What follows belongs to an exercise in optimizing a design on an open flow for a short achievable clock period and few clock cycles; a production flow would make more cautious choices.
In this exercise RTL edits were held to simulation tests only and were not proved equivalent to the original.
Power is estimated from default activity; no workload was simulated.

--- flow/config.mk ---
export PLATFORM = sky130hd
export DESIGN_NAME = processor
export DESIGN_NICKNAME = processor
export VERILOG_FILES = /design/flow/design.v
export SDC_FILE = /design/flow/constraint.sdc
export NUM_CORES = 4
export LEC_CHECK = 0
export CAP_MARGIN = 20
export CORE_MARGIN = 2
export CORE_UTILIZATION = 40
export SETUP_SLACK_MARGIN = 3.6
export SLEW_MARGIN = 20
export SYNTH_HIERARCHICAL = 1
--- flow/constraint.sdc ---
create_clock -name core_clock -period 6.0 [get_ports {clock}]
set_input_delay 1.2000 -clock core_clock [delete_from_list [all_inputs] [get_ports {clock}]]
set_output_delay 1.2000 -clock core_clock [all_outputs]
set_load 0.01 [all_outputs]
--- flow/design.v ---
`timescale 1ns/1ps
package isa_pkg;
    localparam int xlen = 32;
    localparam logic [4:0] op_rtype = 5'd0;
    localparam logic [4:0] op_j     = 5'd1;
    localparam logic [4:0] op_bne   = 5'd2;
    localparam logic [4:0] op_addi  = 5'd5;
    localparam logic [4:0] op_blt   = 5'd6;
    localparam logic [4:0] op_sw    = 5'd7;
    localparam logic [4:0] op_lw    = 5'd8;
    localparam logic [4:0] fn_add = 5'd0;
    localparam logic [4:0] fn_sub = 5'd1;
    localparam logic [4:0] fn_and = 5'd2;
    localparam logic [4:0] fn_or  = 5'd3;
    localparam logic [4:0] fn_sll = 5'd4;
    localparam logic [4:0] fn_sra = 5'd5;
    localparam logic [4:0] status_reg = 5'd30;  
    localparam logic [1:0] code_add  = 2'd1;
    localparam logic [1:0] code_addi = 2'd2;
    localparam logic [1:0] code_sub  = 2'd3;
endpackage
`timescale 1ns/1ps
`timescale 1ns/1ps
`timescale 1ns/1ps
`timescale 1ns/1ps
module add16 (
    input  logic [15:0] a,
    input  logic [15:0] b,
    input  logic        cin,
    output logic [15:0] s,
    output logic        cout
);
    assign {cout, s} = {1'b0, a} + {1'b0, b} + {16'd0, cin};
endmodule
module alu_lo (
    input  logic [15:0] a,
    input  logic [15:0] b,
    input  logic [4:0]  shamt,
    input  logic        sel_add,
    input  logic        sel_sub,
    input  logic        sel_and,
    input  logic        sel_or,
    input  logic        sel_sll,
    input  logic [2:0]  fwd,          
    output logic [15:0] result,
    output logic [47:0] result_fwd,   
    output logic        c_add,
    output logic        c_sub,
    output logic        ne,
    output logic        ltu
);
    logic [15:0] sum, diff, other;
    assign {c_add, sum}  = {1'b0, a} + {1'b0, b};
    assign {c_sub, diff} = {1'b0, a} + {1'b0, ~b} + 17'd1;
    assign other = ({16{sel_and}} & (a & b))
                 | ({16{sel_or}}  & (a | b))
                 | ({16{sel_sll}} & (a << shamt));
    assign result = ({16{sel_add}} & sum) | ({16{sel_sub}} & diff) | other;
    always_comb begin
        for (int k = 0; k < 3; k++) begin
            result_fwd[16*k +: 16] = ({16{sel_add && fwd[k]}} & sum)
                                   | ({16{sel_sub && fwd[k]}} & diff)
                                   | ({16{fwd[k]}} & other);
        end
    end
    assign ne  = (a != b);
    assign ltu = !c_sub;              
endmodule
module alu_hi (
    input  logic [15:0] a,
    input  logic [15:0] b,
    input  logic [15:0] a_lo,
    input  logic        c_add,
    input  logic        c_sub,
    input  logic [4:0]  shamt,
    input  logic        sel_add,
    input  logic        sel_sub,
    input  logic        sel_and,
    input  logic        sel_or,
    input  logic        sel_sll,
    input  logic        sel_sra,
    input  logic [2:0]  fwd,
    output logic [15:0] result,
    output logic [47:0] result_fwd,
    output logic [15:0] sra_lo,
    output logic        ovf_add,
    output logic        ovf_sub,
    output logic        ne,
    output logic        eq,
    output logic        lt
);
    logic [15:0] sum, diff, other;
    logic        co_add, co_sub;
    logic [31:0] sll, sra;
    assign {co_add, sum}  = {1'b0, a} + {1'b0, b}  + {16'd0, c_add};
    assign {co_sub, diff} = {1'b0, a} + {1'b0, ~b} + {16'd0, c_sub};
    assign sll = {a, a_lo} << shamt;
    assign sra = 32'($signed({a, a_lo}) >>> shamt);
    assign other = ({16{sel_and}} & (a & b))
                 | ({16{sel_or}}  & (a | b))
                 | ({16{sel_sll}} & sll[31:16])
                 | ({16{sel_sra}} & sra[31:16]);
    assign result = ({16{sel_add}} & sum) | ({16{sel_sub}} & diff) | other;
    assign sra_lo = sra[15:0];
    always_comb begin
        for (int k = 0; k < 3; k++) begin
            result_fwd[16*k +: 16] = ({16{sel_add && fwd[k]}} & sum)
                                   | ({16{sel_sub && fwd[k]}} & diff)
                                   | ({16{fwd[k]}} & other);
        end
    end
    assign ovf_add = (a[15] == b[15]) && (sum[15] != a[15]);
    assign ovf_sub = (a[15] != b[15]) && (diff[15] != a[15]);
    assign eq = (a == b);
    assign ne = !eq;
    assign lt = ($signed(a) < $signed(b));
endmodule
module eq32 (
    input  logic [31:0] a,
    input  logic [31:0] b,
    output logic        eq
);
    assign eq = (a == b);
endmodule
module target_add (
    input  logic [31:0] pc,
    input  logic [16:0] imm,
    output logic [31:0] t
);
    logic [15:0] lo;
    logic        c;
    logic [15:0] hi_inc, hi_dec;
    assign {c, lo} = {1'b0, pc[15:0]} + {1'b0, imm[15:0]} + 17'd1;
    assign hi_inc  = pc[31:16] + 16'd1;
    assign hi_dec  = pc[31:16] - 16'd1;
    always_comb begin
        if (imm[16]) t[31:16] = c ? pc[31:16] : hi_dec;
        else         t[31:16] = c ? hi_inc : pc[31:16];
        t[15:0] = lo;
    end
endmodule
module resolve (
    input  logic        m_cti,
    input  logic        m_taken,
    input  logic        m_exc,
    input  logic        m_cy_t,       
    input  logic        m_cy_n,       
    input  logic        m_cx_t,
    input  logic        m_cx_n,
    input  logic        m_cd_t,
    input  logic        m_cd_n,
    input  logic        y_valid,
    input  logic        x_valid,
    input  logic        d_valid,
    input  logic        x_fwd1,       
    input  logic        d_took_x,     
    input  logic        d_took_y,     
    input  logic        y_dep_x,      
    input  logic        x_dep_y,      
    output logic        kill_y,
    output logic        kill_x,
    output logic        kill_d,
    output logic        redirect,
    output logic [1:0]  redirect_sel  
);
    logic ok_y, cont_x, cont_d, refetch_x, refetch_d, stop_x, stop_d;
    logic br_kill_y, br_kill_x, br_redirect, replay_y, replay_x;
    assign ok_y   = y_valid && (m_taken ? m_cy_t : m_cy_n);
    assign cont_x = x_valid && (m_taken ? m_cx_t : m_cx_n);
    assign cont_d = d_valid && (m_taken ? m_cd_t : m_cd_n);
    assign refetch_x = y_valid && (x_fwd1 || d_took_y);
    assign refetch_d = d_took_x || d_took_y;
    assign stop_x = !ok_y && cont_x && !refetch_x;
    assign stop_d = !ok_y && !cont_x && cont_d && !refetch_d;
    assign br_kill_y   = m_cti && !ok_y;
    assign br_kill_x   = br_kill_y && !stop_x;
    assign br_redirect = br_kill_x && !stop_d;
    assign replay_y = m_exc && y_dep_x;
    assign replay_x = m_exc && x_dep_y && !replay_y;
    assign kill_y   = br_kill_y || replay_y;
    assign kill_x   = br_kill_x || replay_y || replay_x;
    assign kill_d   = br_redirect || replay_y || replay_x;
    assign redirect = kill_d;
    always_comb begin
        if (replay_y)      redirect_sel = 2'd2;
        else if (replay_x) redirect_sel = 2'd3;
        else if (m_taken)  redirect_sel = 2'd1;
        else               redirect_sel = 2'd0;
    end
endmodule
`timescale 1ns/1ps
`timescale 1ns/1ps
`timescale 1ns/1ps
module processor #(
    parameter logic [isa_pkg::xlen-1:0] reset_pc = '0
) (
    input  logic            clock,
    input  logic            rst,
    output logic [isa_pkg::xlen-1:0] address_imem,
    input  logic [isa_pkg::xlen-1:0] q_imem,
    output logic [isa_pkg::xlen-1:0] address_dmem,
    output logic [isa_pkg::xlen-1:0] data,
    output logic            wren,
    input  logic [isa_pkg::xlen-1:0] q_dmem,
    output logic            ctrl_writeEnable,
    output logic [4:0]      ctrl_writeReg,
    output logic [4:0]      ctrl_readRegA,
    output logic [4:0]      ctrl_readRegB,
    output logic [isa_pkg::xlen-1:0] data_writeReg,
    input  logic [isa_pkg::xlen-1:0] data_readRegA,
    input  logic [isa_pkg::xlen-1:0] data_readRegB
);
    logic        stall;           
    logic        kill_y;          
    logic        kill_x;          
    logic        kill_d;          
    logic        redirect;        
    logic [31:0] redirect_target;
    logic [31:0] pc;
    logic [31:0] pc_inc;
    logic [31:0] bht;             
    logic [4:0]  f_op;
    logic        f_is_j, f_is_br, f_is_sw, f_pred_t;
    logic        f_use_a, f_use_b;
    logic [31:0] f_jtarget, f_btarget, f_next;
    logic [4:0]  f_ra, f_rb;
    assign address_imem = pc;
    assign pc_inc       = pc + 32'd1;
    assign f_op    = q_imem[31:27];
    assign f_is_j  = (f_op == isa_pkg::op_j);
    assign f_is_br = (f_op == isa_pkg::op_bne) || (f_op == isa_pkg::op_blt);
    assign f_is_sw = (f_op == isa_pkg::op_sw);
    assign f_use_a = (f_op == isa_pkg::op_rtype) || (f_op == isa_pkg::op_addi) ||
                     (f_op == isa_pkg::op_lw) || f_is_sw || f_is_br;
    assign f_use_b = (f_op == isa_pkg::op_rtype) || f_is_sw || f_is_br;
    logic [10:0] f_lo;
    logic [21:0] pc_hi_inc, pc_hi_dec;
    assign f_lo      = {1'b0, pc[9:0]} + {1'b0, q_imem[9:0]} + 11'd1;
    assign pc_hi_inc = pc[31:10] + 22'd1;
    assign pc_hi_dec = pc[31:10] - 22'd1;
    always_comb begin
        if (q_imem[16]) f_btarget[31:10] = f_lo[10] ? pc[31:10] : pc_hi_dec;
        else            f_btarget[31:10] = f_lo[10] ? pc_hi_inc : pc[31:10];
        f_btarget[9:0] = f_lo[9:0];
    end
    assign f_jtarget = {{5{q_imem[26]}}, q_imem[26:0]};
    logic f_bht, f_bht_next, f_bht_redirect;
    assign f_pred_t = f_is_br && (q_imem[16] || f_bht);
    always_comb begin
        if (f_is_j)        f_next = f_jtarget;
        else if (f_pred_t) f_next = f_btarget;
        else               f_next = pc_inc;
    end
    assign f_ra = f_is_br ? q_imem[26:22] : q_imem[21:17];
    assign f_rb = f_is_br ? q_imem[21:17] : (f_is_sw ? q_imem[26:22] : q_imem[16:12]);
    always_comb begin
        if (redirect)                f_bht_next = f_bht_redirect;
        else if (stall)              f_bht_next = bht[pc[4:0]];
        else if (f_is_j)             f_bht_next = bht[q_imem[4:0]];
        else if (f_pred_t)           f_bht_next = bht[f_lo[4:0]];
        else                         f_bht_next = bht[pc_inc[4:0]];
    end
    always_ff @(posedge clock) begin
        if (rst) begin
            f_bht <= 1'b0;
        end else begin
            f_bht <= f_bht_next;
        end
    end
    always_ff @(posedge clock) begin
        if (rst) begin
            pc <= reset_pc;
        end else if (redirect) begin
            pc <= redirect_target;
        end else if (!stall) begin
            pc <= f_next;
        end
    end
    logic        d_valid;
    logic [31:0] d_instr;
    logic [31:0] d_pc, d_pcp1;
    logic [4:0]  d_ra, d_rb;
    logic        d_use_a, d_use_b;
    always_ff @(posedge clock) begin
        if (rst || redirect || (kill_d && stall)) begin
            d_valid <= 1'b0;
        end else if (!stall) begin
            d_valid <= 1'b1;
        end
        if (!stall) begin
            d_instr <= q_imem;
            d_pc    <= pc;
            d_pcp1  <= pc_inc;
            d_ra    <= f_ra;
            d_rb    <= f_rb;
            d_use_a <= f_use_a;
            d_use_b <= f_use_b;
        end
    end
    assign ctrl_readRegA = d_ra;
    assign ctrl_readRegB = d_rb;
    logic [4:0]  d_op, d_rd, d_fn;
    logic        d_is_r, d_is_addi, d_is_lw, d_is_sw, d_is_bne, d_is_blt, d_is_j;
    logic        d_wr_rd, d_use_imm, d_late;
    logic [1:0]  d_code;
    logic [31:0] d_imm, d_target, d_btarget;
    assign d_op      = d_instr[31:27];
    assign d_rd      = d_instr[26:22];
    assign d_fn      = d_instr[6:2];
    assign d_is_r    = (d_op == isa_pkg::op_rtype);
    assign d_is_addi = (d_op == isa_pkg::op_addi);
    assign d_is_lw   = (d_op == isa_pkg::op_lw);
    assign d_is_sw   = (d_op == isa_pkg::op_sw);
    assign d_is_bne  = (d_op == isa_pkg::op_bne);
    assign d_is_blt  = (d_op == isa_pkg::op_blt);
    assign d_is_j    = (d_op == isa_pkg::op_j);
    assign d_wr_rd   = (d_is_r || d_is_addi || d_is_lw) && (d_rd != 5'd0);
    assign d_use_imm = d_is_addi || d_is_lw || d_is_sw;
    assign d_late    = d_is_lw || (d_is_r && d_fn == isa_pkg::fn_sra);
    assign d_imm     = {{15{d_instr[16]}}, d_instr[16:0]};
    always_comb begin
        if (d_is_addi)                               d_code = isa_pkg::code_addi;
        else if (d_is_r && d_fn == isa_pkg::fn_add)  d_code = isa_pkg::code_add;
        else if (d_is_r && d_fn == isa_pkg::fn_sub)  d_code = isa_pkg::code_sub;
        else                                         d_code = 2'd0;
    end
    target_add i_d_target (.pc(d_pc), .imm(d_instr[16:0]), .t(d_btarget));
    assign d_target = d_is_j ? {{5{d_instr[26]}}, d_instr[26:0]} : d_btarget;
    logic        x_valid, x_wr_rd, x_late;
    logic [1:0]  x_code;
    logic [4:0]  x_rd;
    logic        y_valid, y_wr_rd, y_late;
    logic [1:0]  y_code;
    logic [4:0]  y_rd;
    logic [15:0] y_lo;
    logic        m_wr_final;
    logic [4:0]  m_dest_final;
    logic [31:0] m_value;
    logic d_m1a, d_m1b, d_m2a, d_m2b, d_m3a, d_m3b;
    assign d_m1a = x_wr_rd && (x_rd == d_ra);
    assign d_m1b = x_wr_rd && (x_rd == d_rb);
    assign d_m2a = y_wr_rd && (y_rd == d_ra);
    assign d_m2b = y_wr_rd && (y_rd == d_rb);
    assign d_m3a = m_wr_final && (m_dest_final == d_ra);
    assign d_m3b = m_wr_final && (m_dest_final == d_rb);
    logic [31:0] d_rega, d_regb;
    always_comb begin
        d_rega = d_m3a ? m_value : data_readRegA;
        d_regb = d_m3b ? m_value : data_readRegB;
        if (d_m2a) d_rega[15:0] = y_lo;
        if (d_m2b) d_regb[15:0] = y_lo;
    end
    logic d_rd_x, d_rd_y;
    assign d_rd_x = (d_use_a && x_rd == d_ra) || (d_use_b && x_rd == d_rb);
    assign d_rd_y = (d_use_a && y_rd == d_ra) || (d_use_b && y_rd == d_rb);
    assign stall  = d_valid &&
                    ((x_late && x_wr_rd && d_rd_x) || (y_late && y_wr_rd && d_rd_y));
    logic d_dep_x, d_dep_y;
    assign d_dep_x = (x_code != 2'd0) &&
                     ((d_use_a && (d_ra == x_rd || d_ra == isa_pkg::status_reg)) ||
                      (d_use_b && (d_rb == x_rd || d_rb == isa_pkg::status_reg)));
    assign d_dep_y = (y_code != 2'd0) &&
                     ((d_use_a && (d_ra == y_rd || d_ra == isa_pkg::status_reg)) ||
                      (d_use_b && (d_rb == y_rd || d_rb == isa_pkg::status_reg)));
    logic        x_is_lw, x_is_sw, x_is_bne, x_is_blt, x_is_j;
    logic        x_dep_x, x_dep_y, x_fwd1;
    logic [4:0]  x_shamt;
    logic        x_sel_add, x_sel_sub, x_sel_and, x_sel_or, x_sel_sll, x_sel_sra;
    logic [31:0] x_opa, x_opb, x_sd;
    logic        x_m1a, x_m1b, x_m1s, x_m2a, x_m2b, x_m2s;
    logic [31:0] x_target, x_pc, x_pcp1;
    logic        x_bubble;
    logic        d_f1a, d_f1b, d_f1s;      
    assign d_f1a = d_m1a;
    assign d_f1b = d_m1b && !d_use_imm;
    assign d_f1s = d_m1b;
    assign x_bubble = rst || kill_d || stall || !d_valid;
    always_ff @(posedge clock) begin
        if (x_bubble) begin
            x_valid  <= 1'b0;
            x_wr_rd  <= 1'b0;
            x_late   <= 1'b0;
            x_is_lw  <= 1'b0;
            x_is_sw  <= 1'b0;
            x_is_bne <= 1'b0;
            x_is_blt <= 1'b0;
            x_is_j   <= 1'b0;
            x_code   <= 2'd0;
            x_dep_x  <= 1'b0;
            x_dep_y  <= 1'b0;
            x_fwd1   <= 1'b0;
        end else begin
            x_valid  <= 1'b1;
            x_wr_rd  <= d_wr_rd;
            x_late   <= d_late;
            x_is_lw  <= d_is_lw;
            x_is_sw  <= d_is_sw;
            x_is_bne <= d_is_bne;
            x_is_blt <= d_is_blt;
            x_is_j   <= d_is_j;
            x_code   <= d_code;
            x_dep_x  <= d_dep_x;
            x_dep_y  <= d_dep_y;
            x_fwd1   <= d_f1a || d_f1b || d_f1s;
        end
        x_rd      <= d_rd;
        x_shamt   <= d_instr[11:7];
        x_sel_add <= d_use_imm || (d_is_r && d_fn == isa_pkg::fn_add);
        x_sel_sub <= d_is_r && d_fn == isa_pkg::fn_sub;
        x_sel_and <= d_is_r && d_fn == isa_pkg::fn_and;
        x_sel_or  <= d_is_r && d_fn == isa_pkg::fn_or;
        x_sel_sll <= d_is_r && d_fn == isa_pkg::fn_sll;
        x_sel_sra <= d_is_r && d_fn == isa_pkg::fn_sra;
        x_opa     <= (d_f1a || d_m2a) ? {16'd0, d_f1a ? 16'd0 : d_rega[15:0]} : d_rega;
        x_opb     <= d_use_imm ? d_imm :
                     ((d_f1b || d_m2b) ? {16'd0, d_f1b ? 16'd0 : d_regb[15:0]} : d_regb);
        x_sd      <= (d_f1s || d_m2b) ? {16'd0, d_f1s ? 16'd0 : d_regb[15:0]} : d_regb;
        x_m1a     <= d_f1a;
        x_m1b     <= d_f1b;
        x_m1s     <= d_f1s;
        x_m2a     <= d_m2a;
        x_m2b     <= d_m2b && !d_use_imm;
        x_m2s     <= d_m2b;
        x_target  <= d_target;
        x_pc      <= d_pc;
        x_pcp1    <= d_pcp1;
    end
    logic [15:0] y_fwd_a, y_fwd_b, y_fwd_s;
    logic [15:0] xa, xb, xs;
    assign xa = x_opa[15:0] | y_fwd_a;
    assign xb = x_opb[15:0] | y_fwd_b;
    assign xs = x_sd[15:0]  | y_fwd_s;
    logic [15:0] x_lo;
    logic [47:0] x_lo_fwd;
    logic        x_c_add, x_c_sub, x_ne_lo, x_ltu_lo;
    alu_lo i_alu_lo (
        .a          (xa),
        .b          (xb),
        .shamt      (x_shamt),
        .sel_add    (x_sel_add),
        .sel_sub    (x_sel_sub),
        .sel_and    (x_sel_and),
        .sel_or     (x_sel_or),
        .sel_sll    (x_sel_sll),
        .fwd        ({d_f1s, d_f1b, d_f1a}),
        .result     (x_lo),
        .result_fwd (x_lo_fwd),
        .c_add      (x_c_add),
        .c_sub      (x_c_sub),
        .ne         (x_ne_lo),
        .ltu        (x_ltu_lo)
    );
    logic        y_is_lw, y_is_sw, y_is_bne, y_is_blt, y_is_j, y_dep_x;
    logic [4:0]  y_shamt;
    logic        y_sel_add, y_sel_sub, y_sel_and, y_sel_or, y_sel_sll, y_sel_sra;
    logic        y_c_add, y_c_sub, y_ne_lo, y_ltu_lo;
    logic [15:0] y_a_lo, y_sd_lo;
    logic [15:0] y_opa, y_opb, y_sd;
    logic        y_m1a, y_m1b, y_m1s;
    logic [31:0] y_target, y_pc, y_pcp1;
    logic [31:0] m_result;
    always_ff @(posedge clock) begin
        if (rst || kill_x) begin
            y_valid  <= 1'b0;
            y_wr_rd  <= 1'b0;
            y_late   <= 1'b0;
            y_is_lw  <= 1'b0;
            y_is_sw  <= 1'b0;
            y_is_bne <= 1'b0;
            y_is_blt <= 1'b0;
            y_is_j   <= 1'b0;
            y_code   <= 2'd0;
            y_dep_x  <= 1'b0;
        end else begin
            y_valid  <= x_valid;
            y_wr_rd  <= x_wr_rd;
            y_late   <= x_late;
            y_is_lw  <= x_is_lw;
            y_is_sw  <= x_is_sw;
            y_is_bne <= x_is_bne;
            y_is_blt <= x_is_blt;
            y_is_j   <= x_is_j;
            y_code   <= x_code;
            y_dep_x  <= x_dep_x;
        end
        y_rd      <= x_rd;
        y_shamt   <= x_shamt;
        y_sel_add <= x_sel_add;
        y_sel_sub <= x_sel_sub;
        y_sel_and <= x_sel_and;
        y_sel_or  <= x_sel_or;
        y_sel_sll <= x_sel_sll;
        y_sel_sra <= x_sel_sra;
        y_lo      <= x_lo;
        y_c_add   <= x_c_add;
        y_c_sub   <= x_c_sub;
        y_ne_lo   <= x_ne_lo;
        y_ltu_lo  <= x_ltu_lo;
        y_a_lo    <= xa;
        y_sd_lo   <= xs;
        y_opa     <= x_m1a ? 16'd0 : (x_m2a ? m_result[31:16] : x_opa[31:16]);
        y_opb     <= x_m1b ? 16'd0 : (x_m2b ? m_result[31:16] : x_opb[31:16]);
        y_sd      <= x_m1s ? 16'd0 : (x_m2s ? m_result[31:16] : x_sd[31:16]);
        y_m1a     <= x_m1a;
        y_m1b     <= x_m1b;
        y_m1s     <= x_m1s;
        y_target  <= x_target;
        y_pc      <= x_pc;
        y_pcp1    <= x_pcp1;
        y_fwd_a   <= x_lo_fwd[15:0];
        y_fwd_b   <= x_lo_fwd[31:16];
        y_fwd_s   <= x_lo_fwd[47:32];
    end
    logic [15:0] m_fwd_a, m_fwd_b, m_fwd_s;
    logic [15:0] ya, yb, ys;
    assign ya = y_opa | m_fwd_a;
    assign yb = y_opb | m_fwd_b;
    assign ys = y_sd  | m_fwd_s;
    logic [15:0] y_hi, y_sra_lo;
    logic [47:0] y_hi_fwd;
    logic        y_ovf_add, y_ovf_sub, y_ne_hi, y_eq_hi, y_lt_hi;
    logic        y_exc, y_taken, y_ne, y_lt;
    alu_hi i_alu_hi (
        .a          (ya),
        .b          (yb),
        .a_lo       (y_a_lo),
        .c_add      (y_c_add),
        .c_sub      (y_c_sub),
        .shamt      (y_shamt),
        .sel_add    (y_sel_add),
        .sel_sub    (y_sel_sub),
        .sel_and    (y_sel_and),
        .sel_or     (y_sel_or),
        .sel_sll    (y_sel_sll),
        .sel_sra    (y_sel_sra),
        .fwd        ({x_m1s, x_m1b, x_m1a}),
        .result     (y_hi),
        .result_fwd (y_hi_fwd),
        .sra_lo     (y_sra_lo),
        .ovf_add    (y_ovf_add),
        .ovf_sub    (y_ovf_sub),
        .ne         (y_ne_hi),
        .eq         (y_eq_hi),
        .lt         (y_lt_hi)
    );
    assign y_exc   = ((y_code == isa_pkg::code_sub) && y_ovf_sub) ||
                     ((y_code == isa_pkg::code_add || y_code == isa_pkg::code_addi) && y_ovf_add);
    assign y_ne    = y_ne_lo || y_ne_hi;
    assign y_lt    = y_lt_hi || (y_eq_hi && y_ltu_lo);
    assign y_taken = y_is_j || (y_is_bne && y_ne) || (y_is_blt && y_lt);
    logic y_cx_t, y_cx_n, y_cd_t, y_cd_n, y_cf_t, y_cf_n;
    eq32 i_cx_t (.a(y_target), .b(x_pc), .eq(y_cx_t));
    eq32 i_cx_n (.a(y_pcp1),   .b(x_pc), .eq(y_cx_n));
    eq32 i_cd_t (.a(y_target), .b(d_pc), .eq(y_cd_t));
    eq32 i_cd_n (.a(y_pcp1),   .b(d_pc), .eq(y_cd_n));
    eq32 i_cf_t (.a(y_target), .b(pc),   .eq(y_cf_t));
    eq32 i_cf_n (.a(y_pcp1),   .b(pc),   .eq(y_cf_n));
    logic        m_cy_t, m_cy_n, m_cx_t, m_cx_n, m_cd_t, m_cd_n;
    logic        m_wr_rd, m_exc, m_is_lw, m_is_sw, m_is_br, m_cti, m_taken;
    logic [1:0]  m_code;
    logic [4:0]  m_rd, m_bidx;
    logic [31:0] m_sd, m_target, m_pcp1;
    always_ff @(posedge clock) begin
        if (rst || kill_y) begin
            m_wr_rd <= 1'b0;
            m_exc   <= 1'b0;
            m_is_lw <= 1'b0;
            m_is_sw <= 1'b0;
            m_is_br <= 1'b0;
            m_cti   <= 1'b0;
        end else begin
            m_wr_rd <= y_wr_rd;
            m_exc   <= y_exc;
            m_is_lw <= y_is_lw;
            m_is_sw <= y_is_sw;
            m_is_br <= y_is_bne || y_is_blt;
            m_cti   <= y_is_bne || y_is_blt || y_is_j;
        end
        m_taken  <= y_taken;
        m_cy_t   <= y_cx_t;
        m_cy_n   <= y_cx_n;
        m_cx_t   <= y_cd_t;
        m_cx_n   <= y_cd_n;
        m_cd_t   <= stall ? y_cd_t : y_cf_t;
        m_cd_n   <= stall ? y_cd_n : y_cf_n;
        m_code   <= y_code;
        m_rd     <= y_rd;
        m_result <= {y_hi, y_sel_sra ? y_sra_lo : y_lo};
        m_sd     <= {ys, y_sd_lo};
        m_target <= y_target;
        m_pcp1   <= y_pcp1;
        m_bidx   <= y_pc[4:0];
        m_fwd_a  <= y_hi_fwd[15:0];
        m_fwd_b  <= y_hi_fwd[31:16];
        m_fwd_s  <= y_hi_fwd[47:32];
    end
    logic [1:0] redirect_sel;
    resolve i_resolve (
        .m_cti        (m_cti),
        .m_taken      (m_taken),
        .m_exc        (m_exc),
        .m_cy_t       (m_cy_t),
        .m_cy_n       (m_cy_n),
        .m_cx_t       (m_cx_t),
        .m_cx_n       (m_cx_n),
        .m_cd_t       (m_cd_t),
        .m_cd_n       (m_cd_n),
        .y_valid      (y_valid),
        .x_valid      (x_valid),
        .d_valid      (d_valid),
        .x_fwd1       (x_fwd1),
        .d_took_x     (d_m1a || d_m1b),
        .d_took_y     (d_m2a || d_m2b),
        .y_dep_x      (y_dep_x),
        .x_dep_y      (x_dep_y),
        .kill_y       (kill_y),
        .kill_x       (kill_x),
        .kill_d       (kill_d),
        .redirect     (redirect),
        .redirect_sel (redirect_sel)
    );
    always_comb begin
        case (redirect_sel)
            2'd0:    redirect_target = m_pcp1;
            2'd1:    redirect_target = m_target;
            2'd2:    redirect_target = y_pc;
            default: redirect_target = x_pc;
        endcase
    end
    logic [3:0] bht_pick;
    assign bht_pick = {bht[x_pc[4:0]], bht[y_pc[4:0]], bht[m_target[4:0]], bht[m_pcp1[4:0]]};
    assign f_bht_redirect = bht_pick[redirect_sel];
    always_ff @(posedge clock) begin
        if (rst) begin
            bht <= '0;
        end else if (m_is_br) begin
            bht[m_bidx] <= m_taken;
        end
    end
    assign address_dmem = m_result;
    assign data         = m_sd;
    assign wren         = m_is_sw;
    assign m_wr_final   = m_exc || m_wr_rd;
    assign m_dest_final = m_exc ? isa_pkg::status_reg : m_rd;
    assign m_value      = m_is_lw ? q_dmem : (m_exc ? {30'd0, m_code} : m_result);
    logic        w_we;
    logic [4:0]  w_dest;
    logic [31:0] w_value;
    always_ff @(posedge clock) begin
        if (rst) begin
            w_we <= 1'b0;
        end else begin
            w_we <= m_wr_final;
        end
        w_dest  <= m_dest_final;
        w_value <= m_value;
    end
    assign ctrl_writeEnable = w_we;
    assign ctrl_writeReg    = w_dest;
    assign data_writeReg    = w_value;
endmodule
--- flow/run.sh ---
#!/bin/bash
# synth_recipe.tcl (not shown) runs the flow's synth.tcl, then flattens the netlist and writes it again
# the make line also repeats each setting of config.mk as NAME=value (left out here)
make -C /OpenROAD-flow-scripts/flow DESIGN_CONFIG=/design/flow/config.mk WORK_HOME=/design/flow/orfs CLKGATE_MAP_FILE= SYNTH_SCRIPT=/design/flow/synth_recipe.tcl finish
==> out/metrics.cfg, run 1 <==
[status]
result_of_the_run = finished clean

[sta]
unrepaired_setup_endpoints_after_global_routing = yes
hold_viol_final = 0
finalMaxSlewViolations = 0
setup_total_negative_slack_ns = 0
maxSlewHeadroom = 0.272
worstMarginPinSlew_ns = 1.08
clock.fmax_ghz = 0.316
layout_setup_ws_ns = 2.83
finClkSkew_ns = 0.0510
layout_worst_path_cycle_share = 0.528
timing.final.crit_period_ns = 3.17
final-setup-viol-count = 0

[detailed_routing]
drtPass1Iterations = 8
drc_errors = 0
avgRoutedWirePerCell_um = 27.1
postRouteAntennaNets = 0
vias = 37801
dr.first_iter.drc_count = 3607
via_per_inst = 5.80
wl_um = 177000

[worst_setup_path]
cp_top_family = compound AO/OA/AOI/OAI gates
cp-start-kind = input port
worstPathMaxFanout = 6
critPathMostFrequentCell = sky130_fd_sc_hd__a21o_1
highest_cell_delay_on_the_worst_timing_path_ns = 0.36
critPathCaptureType = flop
arrival_ns = 3.76
critPathSlowestCell = sky130_fd_sc_hd__ha_1
cp.required_ns = 6.59
critical_path_class = input port to flop
cp_cell_sequence = buf_2 > ha_1 > a21o_1 > a21o_1 > a21o_1 > a21o_1 > a21oi_2 > a21oi_2 > o31a_1 > o21ai_2 > mux2i_1 > a211oi_2 > nor3_1
crit_path_buf_inv_count = 1

[layout]
layout_commonest_cell = sky130_fd_sc_hd__dfxtp_1
layoutNonFillerInstCount = 6522
fin_nets = 5257
postLayoutCoreUtil = 0.544
post_route_cells_drive_above_1_share = 0.352
mostFrequentLayoutCells = 717 x sky130_fd_sc_hd__dfxtp_1, 380 x sky130_fd_sc_hd__nor2_1, 314 x sky130_fd_sc_hd__buf_4
area.growth.synth_to_final_pct = 34.5
number_of_inserted_filler_cells_in_the_final_layout = 9398

[floorplan]
die_area_um2 = 113000
core.rowCount = 121
initial_utilization = 0.404
io_pins = 275
core_um2 = 109000
fp.dieH_um = 336
die_width_um = 336

[place]
numPortBuffers = 274
placed_cells = 5922
dp_slack_ns = 1.20
dp_hpwl_um = 118000
gpl_wtd_cong = 0.963

[synthesis]
synth.distinct_cells = 117
synth-seq-area-share = 0.438
ys_ff_latch = 911
yosys.area.top_type = sky130_fd_sc_hd__dfxtp_1
syn_area_um2 = 44200
synth-async-reset-ratio = 0
yosys_warnings = 11
synthCells = 4336
synthesized_area_per_cell_um2 = 10.2
synthTopCellsByArea = sky130_fd_sc_hd__dfxtp_1 36%, sky130_fd_sc_hd__mux4_2 8.2%, sky130_fd_sc_hd__edfxtp_1 7.3%
syn_nets = 4629
number_of_synthesized_flops_with_an_enable_pin = 108
yosys_most_used_dff = sky130_fd_sc_hd__dfxtp_1
yosys.area.top_type_share = 0.364

[global_route]
maximum_number_of_pins_on_one_net_before_global_route_repair = 63
grt_antenna_before_repair = 9
grt_overflow = 0
wire_length_of_the_first_global_routing_pass_um = 250000
global_route.usage.total = 0.300
number_of_global_route_vias_before_repair = 36520

[power_and_ir_drop]
post-layout-total-power_mw = 16.0
worst_ir_drop_vdd_mv = 0.229
net_switching_share_of_the_total_power = 0.287
power.share.clock = 0.384
cellInternalPower_mw = 11.4
seq_power_share = 0.433
power.switching_mw = 4.59
total_leakage_power_nw = 24.5
power_frac_comb = 0.183
power_density_over_the_cells_nw_per_um2 = 269

[cts]
cts.path.max_buffers = 3
cts_buffers = 95
holdBufCountCts = 0
worst_setup_hold_path_clk_slew_ns = 0.06
clock-root-buffer = sky130_fd_sc_hd__clkbuf_16
htree_levels = 3
cts_tree = yes
tritoncts_sink_count = 911
clk_latency_ns = 0.72

[hold_path]
worstHoldPathType = flop to flop

[flow_run]
maxCapViolCount = 0

-- power by group through the flow --
stage / registers (mW) / logic (mW) / clock network (mW)
4_1_cts: 6.91 / 2.68 / 6.21
3_5_place_dp: 7.11 / 2.18 / 0
6_report: 6.93 / 2.93 / 6.13
2_1_floorplan: 6.90 / 1.50 / 0
3_3_place_gp: 7.10 / 2.17 / 0
5_1_grt: 6.95 / 3.09 / 6.46
-- per-module statistics from Yosys (local to each module, per instance) --
module      times used  cells  area [um2]  flops+latches
eq32                 6     43         347              0
alu_hi               1    845        6670              0
target_add           1    190        1420              0
resolve              1     18         140              0
processor            1   2527       30300            911
alu_lo               1    498        3570              0
-- worst register-to-register path: stages, from the launching register on --
cell                       delay, ns
sky130_fd_sc_hd__dfxtp_4        0.40
sky130_fd_sc_hd__inv_1          0.11
sky130_fd_sc_hd__ha_4           0.18
sky130_fd_sc_hd__fa_2           0.36
sky130_fd_sc_hd__nor2b_4        0.13
sky130_fd_sc_hd__o21ai_2        0.07
sky130_fd_sc_hd__a21boi_2       0.21
sky130_fd_sc_hd__o21ai_2        0.10
sky130_fd_sc_hd__a211oi_2       0.27
sky130_fd_sc_hd__or3_4          0.18
sky130_fd_sc_hd__a21oi_4        0.07
sky130_fd_sc_hd__buf_4          0.16
sky130_fd_sc_hd__nor2_4         0.22
sky130_fd_sc_hd__a21oi_4        0.12
sky130_fd_sc_hd__a221oi_2       0.21
sky130_fd_sc_hd__a211oi_1       0.10
-- final timing paths --
kind / startpoint / slack (ns) / to / depth (start not counted)
worst max-delay path: q_imem[16] / 2.83 / pc[29] / 13
worst min-delay path: x_pcp1[27] / 0.32 / y_pcp1[27] / 0
worst max register to register: pc[0] / 2.94 / pc[27] / 15
worst min register to register: x_pcp1[27] / 0.32 / y_pcp1[27] / 0
-- through the flow --
step	hold WS, ns	cell area [um2]
finish	0.318	59400
global route	0.325	59400
CTS	0.314	57100
detailed placement	0.312	48800
global placement	0.310	48800
floorplan	0.310	44900
-- per-layer routing --
layer / GRT usage / routed length [um] / vias up
li1: - / - / 16847
met1: 0.382 / 70200 / 18681
met2: 0.482 / 80100 / 1806
met3: 0.0634 / 14500 / 459
met4: 0.149 / 11800 / 8
met5: 0 / 54 / -
-- area by class of cell --
class	count	area (um2)	share of cell area
Clock buffer	131	2750	0.0463
Timing Repair Buffer	744	7250	0.122
Clock inverter	45	523	0.00881
Inverter	210	860	0.0145
Sequential cell	911	19600	0.329
Timing Repair inverter	2	12.5	0.000211
Antenna cell	3	7.51	0.000126
Multi-Input combinational cell	3000	26600	0.448
Tap cell	1476	1850	0.0311
-- cells by family after synthesis --
| family | count (synthesis) | share of synthesized area |
|---|---|---|
| simple gates | 1266 | 0.138 |
| flops | 911 | 0.438 |
| compound gates | 869 | 0.135 |
| buf+inv | 431 | 0.0417 |
| mux | 382 | 0.138 |
| xor+xnor | 313 | 0.0621 |
| fa+ha+maj | 164 | 0.0480 |
-- Yosys cell counts (79+ instances only) --
cell / n
sky130_fd_sc_hd__a211oi_1: 88
sky130_fd_sc_hd__a21oi_1: 205
sky130_fd_sc_hd__clkbuf_1: 158
sky130_fd_sc_hd__dfxtp_1: 803
sky130_fd_sc_hd__edfxtp_1: 108
sky130_fd_sc_hd__ha_1: 154
sky130_fd_sc_hd__inv_1: 196
sky130_fd_sc_hd__mux2i_1: 144
sky130_fd_sc_hd__mux4_2: 161
sky130_fd_sc_hd__nand2_1: 265
sky130_fd_sc_hd__nand3_1: 86
sky130_fd_sc_hd__nor2_1: 440
sky130_fd_sc_hd__o21ai_0: 139
sky130_fd_sc_hd__or2_2: 110
sky130_fd_sc_hd__xnor2_1: 79
sky130_fd_sc_hd__xor2_1: 234
-- repair_timing --
| action | 4_1_cts | 5_1_grt |
|---|---|---|
| buffers inserted | 298 | 91 |
| endpoints found under the setup margin | 601 | 449 |
| gates resized for setup | 1346 | 310 |
| pin swaps | 175 | 143 |
| gates cloned | 23 | 9 |
Testbench counts, summed over its fixed seeds: cycles 15,857.
==> run 2: changes to the inputs <==
--- a/flow/design.v
+++ b/flow/design.v
@@ -153,8 +153,6 @@
     input  logic        x_valid,
     input  logic        d_valid,
     input  logic        x_fwd1,       
-    input  logic        d_took_x,     
-    input  logic        d_took_y,     
     input  logic        y_dep_x,      
     input  logic        x_dep_y,      
     output logic        kill_y,
@@ -163,15 +161,14 @@
     output logic        redirect,
     output logic [1:0]  redirect_sel  
 );
-    logic ok_y, cont_x, cont_d, refetch_x, refetch_d, stop_x, stop_d;
+    logic ok_y, cont_x, cont_d, refetch_x, stop_x, stop_d;
     logic br_kill_y, br_kill_x, br_redirect, replay_y, replay_x;
     assign ok_y   = y_valid && (m_taken ? m_cy_t : m_cy_n);
     assign cont_x = x_valid && (m_taken ? m_cx_t : m_cx_n);
     assign cont_d = d_valid && (m_taken ? m_cd_t : m_cd_n);
-    assign refetch_x = y_valid && (x_fwd1 || d_took_y);
-    assign refetch_d = d_took_x || d_took_y;
+    assign refetch_x = y_valid && x_fwd1;
     assign stop_x = !ok_y && cont_x && !refetch_x;
-    assign stop_d = !ok_y && !cont_x && cont_d && !refetch_d;
+    assign stop_d = !ok_y && !cont_x && cont_d;
     assign br_kill_y   = m_cti && !ok_y;
     assign br_kill_x   = br_kill_y && !stop_x;
     assign br_redirect = br_kill_x && !stop_d;
@@ -337,10 +334,10 @@
     logic [4:0]  m_dest_final;
     logic [31:0] m_value;
     logic d_m1a, d_m1b, d_m2a, d_m2b, d_m3a, d_m3b;
-    assign d_m1a = x_wr_rd && (x_rd == d_ra);
-    assign d_m1b = x_wr_rd && (x_rd == d_rb);
-    assign d_m2a = y_wr_rd && (y_rd == d_ra);
-    assign d_m2b = y_wr_rd && (y_rd == d_rb);
+    assign d_m1a = x_wr_rd && !kill_x && (x_rd == d_ra);
+    assign d_m1b = x_wr_rd && !kill_x && (x_rd == d_rb);
+    assign d_m2a = y_wr_rd && !kill_y && (y_rd == d_ra);
+    assign d_m2b = y_wr_rd && !kill_y && (y_rd == d_rb);
     assign d_m3a = m_wr_final && (m_dest_final == d_ra);
     assign d_m3b = m_wr_final && (m_dest_final == d_rb);
     logic [31:0] d_rega, d_regb;
@@ -353,8 +350,21 @@
     logic d_rd_x, d_rd_y;
     assign d_rd_x = (d_use_a && x_rd == d_ra) || (d_use_b && x_rd == d_rb);
     assign d_rd_y = (d_use_a && y_rd == d_ra) || (d_use_b && y_rd == d_rb);
-    assign stall  = d_valid &&
-                    ((x_late && x_wr_rd && d_rd_x) || (y_late && y_wr_rd && d_rd_y));
+    logic stall_mv, stall_hold, stall_next;
+    logic f_rd_d, f_rd_x;
+    assign f_rd_d = (f_use_a && f_ra == d_rd) || (f_use_b && f_rb == d_rd);
+    assign f_rd_x = (f_use_a && f_ra == x_rd) || (f_use_b && f_rb == x_rd);
+    assign stall_mv   = (d_valid && d_late && d_wr_rd && f_rd_d) ||
+                        (x_late && x_wr_rd && !kill_x && f_rd_x);
+    assign stall_hold = d_valid && x_late && x_wr_rd && !kill_x && d_rd_x;
+    assign stall_next = redirect ? 1'b0 : (stall ? stall_hold : stall_mv);
+    always_ff @(posedge clock) begin
+        if (rst) begin
+            stall <= 1'b0;
+        end else begin
+            stall <= stall_next;
+        end
+    end
     logic d_dep_x, d_dep_y;
     assign d_dep_x = (x_code != 2'd0) &&
                      ((d_use_a && (d_ra == x_rd || d_ra == isa_pkg::status_reg)) ||
@@ -609,8 +619,6 @@
         .x_valid      (x_valid),
         .d_valid      (d_valid),
         .x_fwd1       (x_fwd1),
-        .d_took_x     (d_m1a || d_m1b),
-        .d_took_y     (d_m2a || d_m2b),
         .y_dep_x      (y_dep_x),
         .x_dep_y      (x_dep_y),
         .kill_y       (kill_y),
==> run 2 against run 1 <==
Still clean; setup slack improved by 0.12 ns; maximum frequency increased by 3.8%; via count increased by 1.8%; final cell count increased by 1.6%; critical endpoint is now f_bht; highest routed layer unchanged.
==> out/metrics.cfg, run 2 <==
[sta]
finalMaxSlewViolations = 0  ; unchanged
finClkSkew_ns = 0.0375  ; -0.0135 ns
maxSlewHeadroom = 0.248  ; -0.0232
setup_total_negative_slack_ns = 0  ; unchanged
final-setup-viol-count = 0  ; unchanged
timing.final.crit_period_ns = 3.05  ; -0.116 ns
hold_viol_final = 0  ; unchanged
worst_hold_slack_ns = 0.314  ; -0.00417 ns
worstMarginPinSlew_ns = 1.13  ; +0.0447 ns
unrepaired_setup_endpoints_after_global_routing = yes
clock.fmax_ghz = 0.328  ; +3.8%
layout_setup_ws_ns = 2.95  ; +0.116 ns
layout_worst_path_cycle_share = 0.508  ; -0.0193

[synthesis]
ys_ff_latch = 911  ; unchanged
yosys_most_used_dff = sky130_fd_sc_hd__dfxtp_1
synthesized_area_per_cell_um2 = 10.1  ; -1.0%
yosys.area.top_type = sky130_fd_sc_hd__dfxtp_1
most_common_cell_in_the_synthesized_netlist = sky130_fd_sc_hd__dfxtp_1
number_of_synthesized_flops_with_an_enable_pin = 108  ; unchanged
synthTopCellsByArea = sky130_fd_sc_hd__dfxtp_1 36%, sky130_fd_sc_hd__mux4_2 7.5%, sky130_fd_sc_hd__edfxtp_1 7.3%
synth-seq-area-share = 0.434  ; -0.00375
post_synth_most_frequent_cells = 803 x sky130_fd_sc_hd__dfxtp_1, 438 x sky130_fd_sc_hd__nor2_1, 308 x sky130_fd_sc_hd__nand2_1, 246 x sky130_fd_sc_hd__xor2_1, 215 x sky130_fd_sc_hd__a21oi_1
yosys.area.top_type_share = 0.361  ; -0.00312
synth.distinct_cells = 115  ; -1.7%
synth-async-reset-ratio = 0  ; unchanged
synthCells = 4419  ; +1.9%
syn_area_um2 = 44500  ; +0.86%
syn_nets = 4713  ; +1.8%
yosys_warnings = 11  ; unchanged

[floorplan]
initial_utilization = 0.403  ; -0.00152
die_area_um2 = 114000  ; +0.86%
core.rowCount = 122  ; +0.83%
die_width_um = 338  ; +0.43%
io_pins = 275  ; unchanged
core_um2 = 111000  ; +1.2%
fp.dieH_um = 338  ; +0.43%

[layout]
fin_nets = 5353  ; +1.8%
area.growth.synth_to_final_pct = 37.6
mostFrequentLayoutCells = 719 x sky130_fd_sc_hd__dfxtp_1, 365 x sky130_fd_sc_hd__nor2_1, 308 x sky130_fd_sc_hd__buf_4
layout_commonest_cell = sky130_fd_sc_hd__dfxtp_1
layoutNonFillerInstCount = 6628  ; +1.6%
post_route_cells_drive_above_1_share = 0.362  ; +0.0104
number_of_inserted_filler_cells_in_the_final_layout = 9535  ; +1.5%
postLayoutCoreUtil = 0.554  ; +0.0103

[global_route]
number_of_global_route_vias_before_repair = 36854  ; +0.91%
maximum_number_of_pins_on_one_net_before_global_route_repair = 67  ; +6.3%
grt_overflow = 0  ; unchanged
grt_antenna_before_repair = 7  ; -2
global_route.usage.total = 0.288  ; -0.0114
wire_length_of_the_first_global_routing_pass_um = 245000  ; -2.1%

[cts]
worst_setup_hold_path_clk_slew_ns = 0.06  ; about the same
holdBufCountCts = 0  ; unchanged
clock-root-buffer = sky130_fd_sc_hd__clkbuf_16
tritoncts_sink_count = 911  ; unchanged
clk_latency_ns = 0.72  ; about the same
htree_levels = 3  ; unchanged
cts_buffers = 97  ; +2.1%
cts_tree = yes
cts.path.max_buffers = 3  ; unchanged

[worst_setup_path]
cp-start-kind = input port
worst-r2r-cell-count = 6  ; -9
timing.rr.start = x_pc[0]
crit_start = q_imem[31]
arrival_ns = 3.66  ; -0.10 ns
critPathSlowestCell = sky130_fd_sc_hd__or3b_4
cp.required_ns = 6.61  ; +0.02 ns
critical_path.endpoint = f_bht
critPathMostFrequentCell = sky130_fd_sc_hd__buf_12
critical_path.reg2reg.endpoint = f_bht
critPathCaptureType = flop
worstPathMaxFanout = 6  ; unchanged
critical_path_class = input port to flop
highest_cell_delay_on_the_worst_timing_path_ns = 0.45  ; +0.09 ns
setup.reg_to_reg.worst_slack_ns = 3.05  ; +0.11 ns
cp_cell_sequence = buf_12 > or3b_4 > or3_4 > a31oi_4 > a21oi_4 > buf_12 > buf_4 > mux2i_1 > mux2_2 > mux2i_2 > a2111oi_2 > a211oi_1

[detailed_routing]
via_per_inst = 5.81  ; +0.17%
dr.first_iter.drc_count = 3740  ; +3.7%
wl_um = 174000  ; -1.8%
vias = 38482  ; +1.8%
drtPass1Iterations = 5  ; -3
postRouteAntennaNets = 0  ; unchanged
avgRoutedWirePerCell_um = 26.2  ; -3.3%
drc_errors = 0  ; unchanged

[hold_path]
worstHoldPathType = flop to flop
number_of_cells_on_the_worst_hold_path = 0  ; unchanged

[place]
placed_cells = 6004  ; +1.4%
dp_slack_ns = 1.37  ; +0.172 ns
dp_hpwl_um = 115000  ; -2.2%
gpl_wtd_cong = 0.970  ; +0.74%
numPortBuffers = 274  ; unchanged

[power_and_ir_drop]
worst_ir_drop_vdd_mv = 0.281  ; +23%
power_density_over_the_cells_nw_per_um2 = 269  ; about the same
total_leakage_power_nw = 25.0  ; +2.1%

[flow_run]
maxCapViolCount = 0  ; unchanged

[status]
result_of_the_run = finished clean

run 2: cell types whose count changed after synthesis, sizes merged, moves of 13 or more:
cell / change
o22ai: +13
nand2: +43
nand3: -27
o21ai: -41
o31ai: -16
run 2: logic make-up (layout without fill, tap and decap cells):
kind of cell / Yosys count / in the layout / share of synthesized area
compound gates: 878 / 878 / 0.138
xor+xnor: 335 / 335 / 0.0659
fa+ha+maj: 165 / 165 / 0.0478
buf+inv: 449 / 1162 / 0.0408
flops: 911 / 911 / 0.434
mux: 377 / 377 / 0.134
other cells: 0 / 4 / 0
simple gates: 1304 / 1308 / 0.140
run 2: cell type report:
| cell class | instances | area [um2] | share of cell area |
|---|---|---|---|
| Sequential cell | 911 | 19600 | 0.319 |
| Tap cell | 1488 | 1860 | 0.0304 |
| Clock buffer | 136 | 2830 | 0.0462 |
| Clock inverter | 40 | 547 | 0.00892 |
| Antenna cell | 4 | 10.0 | 0.000163 |
| Inverter | 218 | 875 | 0.0143 |
| Timing Repair inverter | 1 | 5.00 | 0.0000817 |
| Multi-Input combinational cell | 3063 | 28000 | 0.456 |
| Timing Repair Buffer | 767 | 7620 | 0.124 |
run 2: report_power, final:
part | leakage, nW | total [mW] | switching [mW] | internal (mW)
logic | 15.5 | 3.19 | 1.68 | 1.51
registers | 7.91 | 7.00 | 0.436 | 6.57
clock network | 1.66 | 6.31 | 2.64 | 3.68
run 2: per-module statistics from Yosys (local to each module, per instance):
module	flip-flops and latches	copies in the design	area, um2	cells
processor	911	1	30800	2612
alu_hi	0	1	6670	845
target_add	0	1	1420	190
eq32	0	6	347	43
resolve	0	1	121	18
alu_lo	0	1	3480	496
run 2: routing by layer:
metal,up-vias,global-route usage,share of wire
met5,-,0,0.00016
met4,4,0.123,0.043
met3,385,0.0650,0.094
met2,1870,0.465,0.47
met1,19070,0.371,0.40
li1,17153,-,-
run 2: per-stage QoR:
stage / total power [mW] / cell area, um2
3_5_place_dp: 9.46 / 49200
4_1_cts: 16.2 / 57900
2_1_floorplan: 8.54 / 45300
5_1_grt: 17.1 / 61300
3_3_place_gp: 9.44 / 49200
6_report: 16.5 / 61300
run 2: timing repair:
item                        CTS  global route
setup buffers               279           141
cloned                       17             7
pin swaps                   193           260
gates resized for setup    1435           465
setup endpoints to repair   554           383
run 2: worst min path at each step:
stage	startpoint	to
after floorplan	y_sd_lo[0]	m_sd[0]
after global placement	x_pcp1[19]	y_pcp1[19]
after detailed placement	x_pcp1[1]	y_pcp1[1]
after CTS	x_target[23]	y_target[23]
after global routing	x_target[20]	y_target[20]
final	y_sd_lo[11]	m_sd[11]
run 2: worst max-delay path: cells and delay by family:
family                 cells  cell delay [ns]
muxes                      3             0.56
AOI/OAI and AO/OA          4             0.62
buffers and inverters      3             0.39
and+or+nand+nor            2             0.88
Testbench counts of run 2, summed over its fixed seeds: cycles 15,839.
==> run 3: changes to the inputs <==
--- a/flow/design.v
+++ b/flow/design.v
@@ -230,15 +230,15 @@
     assign f_use_a = (f_op == isa_pkg::op_rtype) || (f_op == isa_pkg::op_addi) ||
                      (f_op == isa_pkg::op_lw) || f_is_sw || f_is_br;
     assign f_use_b = (f_op == isa_pkg::op_rtype) || f_is_sw || f_is_br;
-    logic [10:0] f_lo;
-    logic [21:0] pc_hi_inc, pc_hi_dec;
-    assign f_lo      = {1'b0, pc[9:0]} + {1'b0, q_imem[9:0]} + 11'd1;
-    assign pc_hi_inc = pc[31:10] + 22'd1;
-    assign pc_hi_dec = pc[31:10] - 22'd1;
+    logic [6:0]  f_lo;
+    logic [25:0] pc_hi_inc, pc_hi_dec;
+    assign f_lo      = {1'b0, pc[5:0]} + {1'b0, q_imem[5:0]} + 7'd1;
+    assign pc_hi_inc = pc[31:6] + 26'd1;
+    assign pc_hi_dec = pc[31:6] - 26'd1;
     always_comb begin
-        if (q_imem[16]) f_btarget[31:10] = f_lo[10] ? pc[31:10] : pc_hi_dec;
-        else            f_btarget[31:10] = f_lo[10] ? pc_hi_inc : pc[31:10];
-        f_btarget[9:0] = f_lo[9:0];
+        if (q_imem[16]) f_btarget[31:6] = f_lo[6] ? pc[31:6] : pc_hi_dec;
+        else            f_btarget[31:6] = f_lo[6] ? pc_hi_inc : pc[31:6];
+        f_btarget[5:0] = f_lo[5:0];
     end
     assign f_jtarget = {{5{q_imem[26]}}, q_imem[26:0]};
     logic f_bht, f_bht_next, f_bht_redirect;
@@ -250,11 +250,15 @@
     end
     assign f_ra = f_is_br ? q_imem[26:22] : q_imem[21:17];
     assign f_rb = f_is_br ? q_imem[21:17] : (f_is_sw ? q_imem[26:22] : q_imem[16:12]);
+    logic [63:0] bht_dbl;
+    logic [31:0] bht_rot;
+    assign bht_dbl = {1'b0, bht, bht[31:1]};    
+    assign bht_rot = bht_dbl[pc[4:0] +: 32];
     always_comb begin
         if (redirect)                f_bht_next = f_bht_redirect;
         else if (stall)              f_bht_next = bht[pc[4:0]];
         else if (f_is_j)             f_bht_next = bht[q_imem[4:0]];
-        else if (f_pred_t)           f_bht_next = bht[f_lo[4:0]];
+        else if (f_pred_t)           f_bht_next = bht_rot[q_imem[4:0]];
         else                         f_bht_next = bht[pc_inc[4:0]];
     end
     always_ff @(posedge clock) begin
==> run 3 against run 2 <==
Worst hold slack better by 0.0092 ns; global-route usage up 0.38 points; still clean; via count up 7.2%; synthesized cell count up 5.9%; die area up 7.1%; register-to-register slack worse by 0.07 ns.
==> out/metrics.cfg, run 3 <==
[place]
numPortBuffers = 274  ; unchanged
dp_hpwl_um = 122000  ; +5.6%
dp_slack_ns = 1.61  ; +0.239 ns
gpl_wtd_cong = 0.969  ; -0.12%

[worst_setup_path]
timing.rr.start = pc[1]
critical_path.reg2reg.endpoint = f_bht
setup.reg_to_reg.worst_slack_ns = 2.98  ; -0.07 ns
worstPathMaxFanout = 7  ; +1
worst-r2r-cell-count = 11  ; +5
arrival_ns = 3.61  ; -0.05 ns
cp.required_ns = 6.59  ; -0.02 ns
critical_path_class = flop to flop
crit_start = pc[1]
cp-start-kind = flop
critPathCaptureType = flop

[detailed_routing]
dr.first_iter.drc_count = 4569  ; +22%
wl_um = 187000  ; +7.8%
drc_errors = 0  ; unchanged
drtPass1Iterations = 5  ; unchanged
avgRoutedWirePerCell_um = 26.9  ; +2.9%
vias = 41270  ; +7.2%
via_per_inst = 5.95  ; +2.4%
postRouteAntennaNets = 0  ; unchanged

[sta]
maxSlewHeadroom = 0.342  ; +0.0941
setup_total_negative_slack_ns = 0  ; unchanged
timing.final.crit_period_ns = 3.02  ; -0.0332 ns
worstMarginPinSlew_ns = 0.985  ; -0.141 ns
finClkSkew_ns = 0.0538  ; +0.0162 ns
layout_worst_path_cycle_share = 0.503  ; -0.00553
finalMaxSlewViolations = 0  ; unchanged
final-setup-viol-count = 0  ; unchanged
layout_setup_ws_ns = 2.98  ; +0.0332 ns
unrepaired_setup_endpoints_after_global_routing = yes
hold_viol_final = 0  ; unchanged
clock.fmax_ghz = 0.332  ; +1.1%

[synthesis]
most_common_cell_in_the_synthesized_netlist = sky130_fd_sc_hd__dfxtp_1
yosys.area.top_type = sky130_fd_sc_hd__dfxtp_1
number_of_synthesized_flops_with_an_enable_pin = 108  ; unchanged
compound_gate_fraction_of_synth_area = 0.130  ; -0.00751
synth.distinct_cells = 118  ; +2.6%
yosys.area.top_type_share = 0.337  ; -0.0243
synth_xor_area_frac = 0.0611  ; -0.00480
synthTopCellsByArea = sky130_fd_sc_hd__dfxtp_1 34%, sky130_fd_sc_hd__mux4_2 10%, sky130_fd_sc_hd__edfxtp_1 6.8%
synthCells = 4679  ; +5.9%
yosys_most_used_dff = sky130_fd_sc_hd__dfxtp_1
ys_ff_latch = 911  ; unchanged
synth_adder_area_share = 0.0444  ; -0.00348
synthesized_area_per_cell_um2 = 10.2  ; +1.3%
synthSimpleGateAreaFrac = 0.134  ; -0.00628
syn_nets = 4972  ; +5.5%
yosys_warnings = 11  ; unchanged
muxShareOfSynthArea = 0.182  ; +0.0480
largest_family_of_logic_cells_by_synthesized_area = multiplexers
post_synth_most_frequent_cells = 803 x sky130_fd_sc_hd__dfxtp_1, 470 x sky130_fd_sc_hd__nor2_1, 280 x sky130_fd_sc_hd__nand2_1, 236 x sky130_fd_sc_hd__xor2_1, 234 x sky130_fd_sc_hd__a21oi_1
synth-seq-area-share = 0.405  ; -0.0292
syn_area_um2 = 47700  ; +7.2%
synth-async-reset-ratio = 0  ; unchanged

[global_route]
grt_antenna_before_repair = 8  ; +1
wire_length_of_the_first_global_routing_pass_um = 267000  ; +8.9%
grt_overflow = 0  ; unchanged
maximum_number_of_pins_on_one_net_before_global_route_repair = 72  ; +7.5%
global_route.usage.total = 0.292  ; +0.00380
number_of_global_route_vias_before_repair = 39872  ; +8.2%

[layout]
layout_commonest_cell = sky130_fd_sc_hd__dfxtp_1
post_route_cells_drive_above_1_share = 0.366  ; +0.00366
fin_nets = 5613  ; +4.9%
area.growth.synth_to_final_pct = 34.0
mostFrequentLayoutCells = 713 x sky130_fd_sc_hd__dfxtp_1, 410 x sky130_fd_sc_hd__nor2_1, 352 x sky130_fd_sc_hd__buf_4

[floorplan]
core_um2 = 118000  ; +7.0%
initial_utilization = 0.404  ; +0.000867
die_width_um = 349  ; +3.5%
die_area_um2 = 122000  ; +7.1%
fp.dieH_um = 349  ; +3.5%
core.rowCount = 126  ; +3.3%
io_pins = 275  ; unchanged

[power_and_ir_drop]
post-layout-total-power_mw = 16.2  ; -1.7%
total_leakage_power_nw = 26.3  ; +5.2%
worst_ir_drop_vdd_mv = 0.223  ; -21%
power_density_over_the_cells_nw_per_um2 = 254  ; -5.9%

[hold_path]
min_delay_worst_endpoint = y_pcp1[7]
number_of_cells_on_the_worst_hold_path = 0  ; unchanged
worstHoldPathType = flop to flop
beginning_of_the_worst_hold_path = x_pcp1[7]

[cts]
clock-root-buffer = sky130_fd_sc_hd__clkbuf_16
cts_buffers = 94  ; -3.1%
cts.path.max_buffers = 3  ; unchanged
htree_levels = 3  ; unchanged
cts_tree = yes
tritoncts_sink_count = 911  ; unchanged
holdBufCountCts = 0  ; unchanged
clk_latency_ns = 0.72  ; about the same
worst_setup_hold_path_clk_slew_ns = 0.07  ; about the same

[flow_run]
maxCapViolCount = 0  ; unchanged

[status]
result_of_the_run = finished clean

## run 3: cell count changes after synthesis, moves of 34 or more
cell,previous run,this run
sky130_fd_sc_hd__mux2i_1,156,232
sky130_fd_sc_hd__inv_1,210,174
sky130_fd_sc_hd__mux2_2,53,87
sky130_fd_sc_hd__a22oi_1,61,26
sky130_fd_sc_hd__mux4_2,148,219
sky130_fd_sc_hd__a211oi_1,99,50
## run 3: layout make-up
cell class	count	area (um2)
Clock buffer	130	2690
Tap cell	1536	1920
Sequential cell	911	19600
Multi-Input combinational cell	3290	30100
Timing Repair inverter	2	12.5
Fill cell	10203	54200
Antenna cell	4	10.0
Clock inverter	45	455
Inverter	189	768
Timing Repair Buffer	832	8430
## run 3: cell families (layout without fill, tap and decap cells)
family	count (synthesis)	in the layout
flops	911	911
xor+xnor	333	333
buf+inv	484	1198
other cells	0	4
simple gates	1328	1334
compound gates	902	902
mux	557	557
fa+ha+maj	164	164
## run 3: power breakdown
group	total, mW	switching, mW	leakage [nW]	internal [mW]
clock network	5.90	2.62	1.53	3.27
registers	6.99	0.427	7.91	6.56
logic	3.34	1.74	16.9	1.60
total	16.2	4.79	26.3	11.4
## run 3: worst max-delay path by stage
| stage | slack (ns) | endpoint |
|---|---|---|
| 4_1_cts | 3.06 | f_bht |
| 2_1_floorplan | 2.58 | pc[30] |
| 6_report | 2.98 | f_bht |
| 5_1_grt | 2.92 | f_bht |
| 3_3_place_gp | 1.63 | pc[27] |
| 3_5_place_dp | 1.61 | pc[27] |
## run 3: what timing repair did
action	CTS	global route
endpoints found under the hold margin	0	0
cloned	29	11
buffers inserted	325	145
endpoints found under the setup margin	504	363
resized for setup	1388	353
pin swaps	236	228
## run 3: per-module statistics from Yosys, one instance, submodules excluded
module | flops+latches | area, um2 | cells
processor | 911 | 33900 | 2870
alu_lo | 0 | 3570 | 498
resolve | 0 | 121 | 18
alu_hi | 0 | 6670 | 845
target_add | 0 | 1420 | 190
eq32 | 0 | 347 | 43
## run 3: metal layers
metal / up-vias / global-route usage / wire length (um)
met3: 471 / 0.0530 / 15400
met1: 20396 / 0.372 / 73800
met5: - / 0 / 19
met4: 2 / 0.117 / 9260
met2: 2120 / 0.489 / 88500
li1: 18281 / - / -
## run 3: worst max-delay path, cell delays in order, from the launching register on
cell                        delay (ns)
sky130_fd_sc_hd__dfxtp_4          0.38
sky130_fd_sc_hd__buf_8            0.15
sky130_fd_sc_hd__buf_16           0.15
sky130_fd_sc_hd__mux4_2           0.53
sky130_fd_sc_hd__mux2_4           0.29
sky130_fd_sc_hd__a221oi_2         0.28
sky130_fd_sc_hd__o21ai_1          0.14
sky130_fd_sc_hd__mux2_4           0.31
sky130_fd_sc_hd__a2111oi_4        0.31
sky130_fd_sc_hd__nor3b_2          0.09
sky130_fd_sc_hd__a21oi_2          0.15
sky130_fd_sc_hd__a41oi_2          0.11
## run 3: metrics by stage
stage,area [um2],hold WS [ns],instances,utilization
floorplan,48600,0.310,4679,-
global placement,52100,0.310,6250,0.440
detailed placement,52100,0.312,6250,0.440
CTS,61200,0.325,6779,0.517
global route,64000,0.320,6935,0.541
finish,64000,0.323,6939,0.541
Testbench counts of run 3, summed over its fixed seeds: cycles 15,839.
==> run 4: changes to the inputs <==
--- a/flow/design.v
+++ b/flow/design.v
@@ -250,15 +250,11 @@
     end
     assign f_ra = f_is_br ? q_imem[26:22] : q_imem[21:17];
     assign f_rb = f_is_br ? q_imem[21:17] : (f_is_sw ? q_imem[26:22] : q_imem[16:12]);
-    logic [63:0] bht_dbl;
-    logic [31:0] bht_rot;
-    assign bht_dbl = {1'b0, bht, bht[31:1]};    
-    assign bht_rot = bht_dbl[pc[4:0] +: 32];
     always_comb begin
         if (redirect)                f_bht_next = f_bht_redirect;
         else if (stall)              f_bht_next = bht[pc[4:0]];
         else if (f_is_j)             f_bht_next = bht[q_imem[4:0]];
-        else if (f_pred_t)           f_bht_next = bht_rot[q_imem[4:0]];
+        else if (f_pred_t)           f_bht_next = 1'b0;
         else                         f_bht_next = bht[pc_inc[4:0]];
     end
     always_ff @(posedge clock) begin
==> run 4 against run 3 <==
Global-route usage down 0.39 points; critical path depth up 1; final cell count down 4.7%; sequential share of layout area up 1.7 points; clock power up 3.9%; setup slack better by 0.034 ns; count of clock-buffer cells in the layout up 4; register-to-register slack better by 0.11 ns; die area down 5.6%; first-iteration DRC count down 21%; maximum frequency up 1.1%; clock skew down 0.0023 ns.
==> out/metrics.cfg, run 4 <==
[status]
result_of_the_run = finished clean

[synthesis]
yosys.area.top_type_share = 0.357  ; +0.0202
post_synth_most_frequent_cells = 803 x sky130_fd_sc_hd__dfxtp_1, 408 x sky130_fd_sc_hd__nor2_1, 266 x sky130_fd_sc_hd__nand2_1, 249 x sky130_fd_sc_hd__xor2_1, 222 x sky130_fd_sc_hd__inv_1
yosys_most_used_dff = sky130_fd_sc_hd__dfxtp_1
most_common_cell_in_the_synthesized_netlist = sky130_fd_sc_hd__dfxtp_1
ys_ff_latch = 911  ; unchanged
syn_nets = 4675  ; -6.0%
number_of_synthesized_flops_with_an_enable_pin = 108  ; unchanged
synth.distinct_cells = 117  ; -0.85%
synthTopCellsByArea = sky130_fd_sc_hd__dfxtp_1 36%, sky130_fd_sc_hd__mux4_2 8.7%, sky130_fd_sc_hd__edfxtp_1 7.2%

[sta]
final-setup-viol-count = 0  ; unchanged
hold_viol_final = 0  ; unchanged
setup_total_negative_slack_ns = 0  ; unchanged
layout_worst_path_cycle_share = 0.497  ; -0.00569
worstMarginPinSlew_ns = 1.19  ; +0.202 ns
unrepaired_setup_endpoints_after_global_routing = yes
timing.final.crit_period_ns = 2.98  ; -0.0341 ns
clock.fmax_ghz = 0.335  ; +1.1%

[worst_setup_path]
critPathCaptureType = flop
cp_top_family = compound AO/OA/AOI/OAI gates
arrival_ns = 3.60  ; about the same
worst-r2r-cell-count = 11  ; unchanged
critical_path_class = input port to flop
setup.reg_to_reg.worst_slack_ns = 3.09  ; +0.11 ns
cp.required_ns = 6.62  ; +0.03 ns
worstPathMaxFanout = 5  ; -2

[global_route]
use_met1 = 0.360  ; -0.0123
number_of_global_route_vias_before_repair = 37484  ; -6.0%
wire_length_of_the_first_global_routing_pass_um = 250000  ; -6.2%
grt_overflow = 0  ; unchanged
grt_most_used_layer = met2

[cts]
clock-root-buffer = sky130_fd_sc_hd__clkbuf_16
cts_tree = yes
cts_buffers = 96  ; +2.1%

[place]
gpl_wtd_cong = 0.931  ; -3.9%
dp_hpwl_um = 118000  ; -3.0%
numPortBuffers = 274  ; unchanged

[layout]
fin_nets = 5324  ; -5.1%
post_route_cells_drive_above_1_share = 0.361  ; -0.00513
layout_commonest_cell = sky130_fd_sc_hd__dfxtp_1

[detailed_routing]
dr.first_iter.drc_count = 3618  ; -21%
drc_errors = 0  ; unchanged
drtPass1Iterations = 6  ; +1

[floorplan]
core.rowCount = 123  ; -2.4%
fp.dieH_um = 340  ; -2.8%
io_pins = 275  ; unchanged
core_um2 = 112000  ; -5.2%
initial_utilization = 0.402  ; -0.00175

[power_and_ir_drop]
worst_ir_drop_vdd_mv = 0.223  ; about the same

==> run 4: layer usage <==
layer | wire, um | share of wire
met1 | 69200 | 0.40
met2 | 80100 | 0.46
met3 | 12500 | 0.072
met4 | 12600 | 0.072
met5 | 38 | 0.00022
==> run 4: stage by stage <==
stage / utilization / setup WS [ns] / cells / hold slack [ns]
after floorplan: - / 2.59 / 4381 / 0.310
after global placement: 0.444 / 1.36 / 5981 / 0.310
after detailed placement: 0.444 / 1.28 / 5982 / 0.312
after CTS: 0.517 / 2.94 / 6474 / 0.320
after global routing: 0.540 / 2.95 / 6608 / 0.325
final: 0.541 / 3.02 / 6610 / 0.314
==> run 4: Yosys stat by module, one instance, submodules excluded <==
module / copies in the design / cells inside / flip-flops and latches
alu_hi: 1 / 845 / 0
alu_lo: 1 / 496 / 0
resolve: 1 / 18 / 0
processor: 1 / 2574 / 911
target_add: 1 / 190 / 0
eq32: 6 / 43 / 0
==> run 4: layout make-up <==
type,instances,area (um2),area share
Clock inverter,41,512,0.00845
Timing Repair inverter,1,7.51,0.000124
Sequential cell,911,19500,0.323
Tap cell,1500,1880,0.0310
Antenna cell,3,7.51,0.000124
Clock buffer,134,2770,0.0457
Multi-Input combinational cell,3015,27600,0.456
Inverter,230,928,0.0153
Timing Repair Buffer,775,7330,0.121
==> run 4: timing repair <==
action                                   CTS  global route
endpoints found under the setup margin   492           406
cloned                                    14             5
pin swaps                                196           203
setup buffers                            303           128
gates resized for setup                 1315           375
==> run 4: how the worst min path moves through the flow <==
stage / from / cells past startpoint / end
finish: x_target[17] / 0 / y_target[17]
global placement: x_pcp1[24] / 0 / y_pcp1[24]
global route: x_pcp1[4] / 0 / y_pcp1[4]
floorplan: y_sd_lo[0] / 0 / m_sd[0]
CTS: x_target[17] / 0 / y_target[17]
detailed placement: x_pcp1[0] / 0 / y_pcp1[0]
==> run 4: cell families after synthesis <==
logic type / share of synthesized area
and+or+nand+nor: 0.131
DFF: 0.429
AOI/OAI and AO/OA: 0.136
buffers and inverters: 0.0413
muxes: 0.150
xor gates and xnor gates: 0.0655
adders and majority gates: 0.0473
==> run 4: report_power, final <==
group,internal [mW],switching [mW]
Clock,3.55,2.57
Combinational,1.42,1.60
Sequential,6.54,0.385
Total,11.5,4.56
Testbench counts of run 4, summed over its fixed seeds: cycles 16,016.

Setup slack of run 4, layout unchanged: 3.018 ns with ideal ports, 3.042 ns with driving cells assumed (clock clkbuf_16, inputs buf_2), 2.283 ns with port delays also shifted by the 0.758 ns mid clock arrival.
